Source: an optimization exercise on an open RTL-to-GDS flow (aim: small area). Production flows keep margins and buffers that such runs may drop.
No activity file was given, so power comes from the tool's default toggle rates.

## timetag_top
module timetag_top (
	input  wire                     clk,
	input  wire                     rst,
	input  wire [7:0]               cmd_data,
	input  wire                     cmd_wr,
	input  wire [4-1:0]  detectors,
	output logic [4-1:0] laser_en,
	output logic                    rec_valid,
	output logic [31:0]             rec_data
);
	logic                    reg_wr;
	logic [2:0]              reg_code;
	logic [31:0]             reg_value;
	logic                    wr_det;
	logic                    wr_run;
	logic                    wr_init;
	logic [4-1:0] wr_timing;
	logic                    hit;
	logic [4-1:0] hit_mask;
	logic                    toggle;
	logic                    rst_d;
	always_ff @(posedge clk)
		rst_d <= rst;
	cmd_parser u_parser (
		.clk       (clk),
		.rst       (rst),
		.cmd_data  (cmd_data),
		.cmd_wr    (cmd_wr),
		.reg_wr    (reg_wr),
		.reg_code  (reg_code),
		.reg_value (reg_value)
	);
	assign wr_det  = reg_wr & (reg_code == 3'd1);
	assign wr_run  = reg_wr & (reg_code == 3'd2);
  ...
Settings: LEC_CHECK=0, CAP_MARGIN=0, CORE_MARGIN=2, CORE_UTILIZATION=75, GPL_TIMING_DRIVEN=0, SLEW_MARGIN=0; clock period 5.0 ns.
standard.sh (not shown) runs the stock make flow with config.mk's settings and CLKGATE_MAP_FILE= SYNTH_SCRIPT=/design/flow/synth_recipe.tcl, a recipe that flattens the netlist after the stock synthesis.
==> flow/flow/run.sh <==
#!/bin/bash
# Layout flow: the standard ORFS flow with an area-oriented ABC mapping
# script, a coarser clock tree and small port buffers. Every other step is
# the standard one.
set -euo pipefail
HERE=$PWD
FLOWDIR=$HERE/flow

# Synthesis script: the standard flow's, with the final ABC call using our script
{
	head -n 1 synth_recipe.tcl
	cat <<'TCL'
proc abc {args} {
  set i [lsearch -exact $args -script]
  if { $i >= 0 } { lset args [expr {$i + 1}] $::env(MY_ABC_SCRIPT) }
  yosys abc {*}$args
}
TCL
	tail -n +2 synth_recipe.tcl
} > my_synth.tcl
export MY_ABC_SCRIPT=$FLOWDIR/abc_area.script

MAKELINE=$(grep '^make ' standard.sh)
MAKELINE=${MAKELINE//SYNTH_SCRIPT=$HERE\/synth_recipe.tcl/SYNTH_SCRIPT=$HERE\/my_synth.tcl}
MAKELINE=${MAKELINE%\"\$\{@:-finish\}\"}
echo "$MAKELINE" > make_cmd.txt

EXTRA=()
if [[ -f $FLOWDIR/extra.sh ]]; then source $FLOWDIR/extra.sh; fi

eval "$MAKELINE" '"${EXTRA[@]}"' finish > make.log 2>&1

RES=$(sed -n 's/.*WORK_HOME=\([^ ]*\).*/\1/p' make_cmd.txt)/results/sky130hd/timetag_top/base
: # left out here: write the final layout as DEF
==> flow/flow/abc_area.script <==
strash
dc2
dch
amap -F 10 -A 10
strash
dch
amap -F 10 -A 10
topo
stime -c
dnsize -c
==> flow/flow/extra.sh <==
EXTRA=(
	"ADDER_MAP_FILE="
	"CTS_ARGS=-sink_clustering_enable -repair_clock_nets -sink_clustering_size 10 -sink_clustering_max_diameter 50 -dont_use_dummy_load -buf_list sky130_fd_sc_hd__clkbuf_4"
	"BUFFER_PORTS_ARGS=-buffer_cell sky130_fd_sc_hd__buf_1"
)
The first run never finished: it broke off in 3_5_place_dp, error DPL-0033.
Rerun with:
- CORE_UTILIZATION: 75 -> 70
- Now the flow completed with no timing, DRC or antenna violations
- synthesized area does not change
- synthesized cell count stays the same
Rerun with:
==> flow/flow/abc_area.script (replaced) <==
strash
dc2
dch
amap -F 10 -A 10
topo
stime -c
dnsize -c
- CORE_UTILIZATION: 70 -> 75
What happened:
- The changed run went through all stages and came out clean
- cell area went down by 0.46%
- non-clock buffer count stays the same
- sequential power is about the same
- core utilization went up by 5.7 points
- flip-flop and latch count is unchanged
- total power is about the same
- hold slack improved by 0.018 ns
No run of this note included a check of the RTL's function; only the layout flow was run.

* * *

== old ==
Another version of the RTL of timetag_top (not shown whole).
Size in the first run: roughly 1,200 cells after synthesis, ~330 flip-flops.
==> flow/config.mk <==
export PLATFORM = sky130hd
export DESIGN_NAME = timetag_top
export DESIGN_NICKNAME = timetag_top
export VERILOG_FILES = /design/flow/design.v
export SDC_FILE = /design/flow/constraint.sdc
export NUM_CORES = 4
export LEC_CHECK = 0
export CAP_MARGIN = 20
export CORE_MARGIN = 2
export CORE_UTILIZATION = 40
export CTS_CLUSTER_DIAMETER = 100
export CTS_CLUSTER_SIZE = 24
export SLEW_MARGIN = 20
==> flow/constraint.sdc <==
create_clock -name core_clock -period 5.0 [get_ports {clk}]
set_input_delay 1.0000 -clock core_clock [delete_from_list [all_inputs] [get_ports {clk}]]
set_output_delay 1.0000 -clock core_clock [all_outputs]
set_load 0.01 [all_outputs]
run.sh (not shown) runs the stock make flow with config.mk's settings and CLKGATE_MAP_FILE= SYNTH_SCRIPT=/design/flow/synth_recipe.tcl, a recipe that flattens the netlist after the stock synthesis.
Stock flow here: none of the scripts above is used.
Per the final summary, old finished and its layout is clean on timing, DRC and antenna.
For new, these inputs were changed with respect to old:
# old
export LEC_CHECK = 0
export CAP_MARGIN = 20
export CORE_MARGIN = 2
export CORE_UTILIZATION = 40
export CTS_CLUSTER_DIAMETER = 100
export CTS_CLUSTER_SIZE = 24
export SLEW_MARGIN = 20
create_clock -name core_clock -period 5.0 [get_ports {clk}]
# new
export LEC_CHECK = 0
export CAP_MARGIN = 20
export CORE_MARGIN = 2
export CORE_UTILIZATION = 40
export CTS_BUF_LIST = sky130_fd_sc_hd__clkbuf_4
export SLEW_MARGIN = 20
create_clock -name core_clock -period 5.0 [get_ports {clk}]
- new vs. old: proportion of cell area occupied by registers down 2.3 points, post-layout worst setup margin down 0.15 ns, register-to-register slack up 0.03 ns, portion of total power attributed to combinational logic down 2.1 points.
- Global-route wire length before repair, new vs old: up by a few percent
- On share of the clock period used by the worst path: new sits above old.
- new vs old: fraction of layout cells with a size suffix above 1 up
- In terms of power in combinational cells, new and old differ only marginally.
- Min end-of-flow core utilization across new and old: old
- Compare new and old | buffers plus inverters on the worst setup path lower: new
No run of this note included a check of the RTL's function; only the layout flow was run.

-- static timing again, ports no longer ideal --
No port has a modelled driver above. Below, the same layouts with a new extraction and two added sets of constraints. Step 1, drivers: a clkbuf_16 drives clk and a buf_2 each remaining input, both assumed. Step 2 adds t to the input delays and takes it off the output delays; t is the mean of the earliest and latest rising clock arrival at the registers after step 1. Input paths then give back, and output paths get back, about the clock's delay inside the block. Slacks: no drivers / after step 1 / after step 2; pairs: no drivers / after step 1.
| run | t, ns | setup slack, ns | hold slack, ns | clock arrival spread, ns |
|---|---|---|---|---|
| the second run of note 1 | 0.653 | 0.248 / 0.214 / 0.867 | 0.321 / 0.321 / 0.321 | 0.062 / 0.062 |
| the third run of note 1 | 0.646 | 0.294 / 0.256 / 0.638 | 0.339 / 0.339 / 0.339 | 0.068 / 0.068 |
| old | 0.546 | 0.393 / 0.345 / 0.891 | 0.449 / 0.449 / 0.449 | 0.016 / 0.016 |
| new | 0.752 | 0.246 / 0.201 / 0.954 | 0.447 / 0.447 / 0.447 | 0.075 / 0.075 |
After both steps setup and hold are still met in every run listed.
